This design comes from an exercise in tuning for small area, a short achievable clock period and few clock cycles per item on the open sky130 flow, not from production work.
In this exercise RTL edits were held to simulation tests only and were not proved equivalent to the original.

==> flow/design.v <==
module div_recombine #(
  parameter int WIDTH = 64
) (
  input  logic               clk,
  input  logic               rstn,
  input  logic               vld_i,
  input  logic [WIDTH-1:0]   op1_i,
  input  logic [WIDTH-1:0]   op2_i,
  input  logic [WIDTH-1:0]   quo_i,
  input  logic [WIDTH-1:0]   rem_i,
  output logic               ready_o,
  output logic               vld_o,
  output logic [2*WIDTH-1:0] prod_o,
  output logic               ok_o,
  output logic               rng_o
);
  localparam int ND  = 11;                 
  localparam int NB  = 2 * ND;             
  localparam int NI  = (64 + NB - 1) / NB;  
  localparam int PLW = NB * NI;            
  localparam int XW  = 65 + NB;
  logic          busy;
  logic [1:0]    cnt;
  logic          fin;               
  logic [63:0]   a_q, a_o;
  logic [63:0]   b_q;
  logic [65:0]   b3_q;
  logic [63:0]   q_sh;
  logic [64:0]   acc;               
  logic [PLW-1:0] plo;              
  logic [PLW+XW-NB-1:0] pfull;      
  logic          lt_q, req_q, qones_q, bnz_q;
  logic          lt_o, req_o, qones_o, bnz_o;
  logic [XW-1:0] x;
  logic [65:0]   pp [ND];
  logic          accept;
  logic          last;
  logic          eq;
  assign accept = vld_i && ready_o;
  assign last   = busy && (cnt == 2'(NI - 1));
  always_comb begin
    for (int k = 0; k < ND; k++) begin
      case (q_sh[2*k +: 2])
        2'd1:    pp[k] = {2'b00, b_q};
        2'd2:    pp[k] = {1'b0, b_q, 1'b0};
        2'd3:    pp[k] = b3_q;
        default: pp[k] = '0;
      endcase
    end
  end
  always_comb begin
    x = XW'(acc);
    for (int k = 0; k < ND; k++) x = x + (XW'(pp[k]) << (2 * k));
  end
  assign pfull = {x, plo[PLW-1:NB]};
  assign eq = (prod_o[127:64] == '0) && (prod_o[63:0] == a_o);
  always_ff @(posedge clk or negedge rstn) begin
    if (!rstn) begin
      busy    <= 1'b0;
      cnt     <= '0;
      fin     <= 1'b0;
      ready_o <= 1'b1;
      vld_o   <= 1'b0;
    end else begin
      vld_o <= fin;
      fin   <= last;
      if (accept) begin
        busy    <= 1'b1;
        cnt     <= '0;
        ready_o <= (NI == 1);
      end else if (busy) begin
        cnt <= cnt + 2'd1;
        if (last) busy <= 1'b0;
        if (cnt == 2'(NI - 2)) ready_o <= 1'b1;
      end
    end
  end
  always_ff @(posedge clk) begin
    if (accept) begin
      a_q     <= op1_i;
      b_q     <= op2_i;
      b3_q    <= {2'b00, op2_i} + {1'b0, op2_i, 1'b0};
      q_sh    <= quo_i;
      acc     <= {1'b0, rem_i};
      lt_q    <= rem_i < op2_i;
      req_q   <= rem_i == op1_i;
      qones_q <= &quo_i;
      bnz_q   <= |op2_i;
    end else if (busy) begin
      plo  <= {x[NB-1:0], plo[PLW-1:NB]};
      acc  <= x[XW-1:NB];
      q_sh <= q_sh >> NB;
    end
    if (last) begin
      prod_o  <= pfull[127:0];
      a_o     <= a_q;
      lt_o    <= lt_q;
      req_o   <= req_q;
      qones_o <= qones_q;
      bnz_o   <= bnz_q;
    end
    if (fin) begin
      rng_o <= bnz_o ? lt_o : req_o;
      ok_o  <= bnz_o ? (eq && lt_o) : (qones_o && req_o);
    end
  end
endmodule
Settings: LEC_CHECK=0, ABC_AREA=0, ABC_CLOCK_PERIOD_IN_PS=6000, CAP_MARGIN=20, CORE_MARGIN=2, CORE_UTILIZATION=45, PLACE_DENSITY=0.55, SETUP_SLACK_MARGIN=2.0, SLEW_MARGIN=20, TNS_END_PERCENT=10, BUFFER_PORTS_ARGS=-buffer_cell sky130_fd_sc_hd__buf_2; clock period 8.0 ns.
standard.sh (not shown) runs the stock make flow with config.mk's settings and CLKGATE_MAP_FILE= SYNTH_SCRIPT=/design/flow/synth_recipe.tcl, a recipe that flattens the netlist after the stock synthesis.
==> flow/flow/run.sh <==
#!/bin/bash
set -euo pipefail
cat >> config.mk <<'CFG'
export DONT_USE_CELLS += sky130_fd_sc_hd__a222oi_1 sky130_fd_sc_hd__a21oi_2 sky130_fd_sc_hd__a22oi_2 sky130_fd_sc_hd__a21boi_1 sky130_fd_sc_hd__a21boi_2
export BUFFER_PORTS_ARGS = -buffer_cell sky130_fd_sc_hd__buf_2
CFG
bash standard.sh > standard.log 2>&1
Testbench counts at the start, summed over its fixed seeds: cycles 2,904, items 960.
Edit:
--- a/flow/design.v
+++ b/flow/design.v
@@ -15,9 +15,8 @@
   output logic               rng_o
 );
-  localparam int ND  = 11;                 
-  localparam int NB  = 2 * ND;             
-  localparam int NI  = (64 + NB - 1) / NB;  
-  localparam int PLW = NB * NI;            
-  localparam int XW  = 65 + NB;
+  localparam int ND = 16;           
+  localparam int NB = 2 * ND;       
+  localparam int NI = 64 / NB;      
+  localparam int XW = 65 + NB;
   logic          busy;
   logic [1:0]    cnt;
@@ -28,6 +27,5 @@
   logic [63:0]   q_sh;
   logic [64:0]   acc;               
-  logic [PLW-1:0] plo;              
-  logic [PLW+XW-NB-1:0] pfull;      
+  logic [63:0]   plo;               
   logic          lt_q, req_q, qones_q, bnz_q;
   logic          lt_o, req_o, qones_o, bnz_o;
@@ -53,5 +51,4 @@
     for (int k = 0; k < ND; k++) x = x + (XW'(pp[k]) << (2 * k));
   end
-  assign pfull = {x, plo[PLW-1:NB]};
   assign eq = (prod_o[127:64] == '0) && (prod_o[63:0] == a_o);
   always_ff @(posedge clk or negedge rstn) begin
@@ -88,10 +85,10 @@
       bnz_q   <= |op2_i;
     end else if (busy) begin
-      plo  <= {x[NB-1:0], plo[PLW-1:NB]};
+      plo  <= {x[NB-1:0], plo[63:NB]};
       acc  <= x[XW-1:NB];
       q_sh <= q_sh >> NB;
     end
     if (last) begin
-      prod_o  <= pfull[127:0];
+      prod_o  <= {x[XW-2:NB], x[NB-1:0], plo[63:NB]};
       a_o     <= a_q;
       lt_o    <= lt_q;
Effect: The changed run completed without violations. Routed wire length went up by a quarter to a third. Worst setup slack got worse by 0.99 ns. Synthesized area goes up by a quarter to a third. Final area went up by a quarter to a third. Critical path depth stays the same. Global-route usage came out higher by 1.8 points. Maximum frequency is lower by roughly a tenth. Clock skew rises by 0.010 ns. Synthesized cell count went up by a quarter to a third. Die area increases by a quarter to a third.
Testbench counts after the change, summed over its fixed seeds: cycles 1,944, items 960.

## static timing again, ports no longer ideal
How much do the figures lean on ideal ports? The routed layouts below were timed once more, with nothing changed but the port constraints.
Step 1, drivers: a clkbuf_16 drives clk and a buf_2 each remaining input, both assumed.
Step 2, shift: input delay + t, output delay - t, t = (earliest + latest rising clock arrival at the registers) / 2. This alone moves slack from input paths to output paths.
Slacks: ideal ports / drivers / drivers and shift; pairs: ideal ports / drivers.
run	shift t [ns]	slack for setup (ns)	worst slew at a driven data input, ns
the first run	0.736	1.147 / 1.147 / 1.147	0.20
the second run	0.784	0.160 / 0.160 / 0.160	0.18
After both steps setup and hold are still met in every run listed.
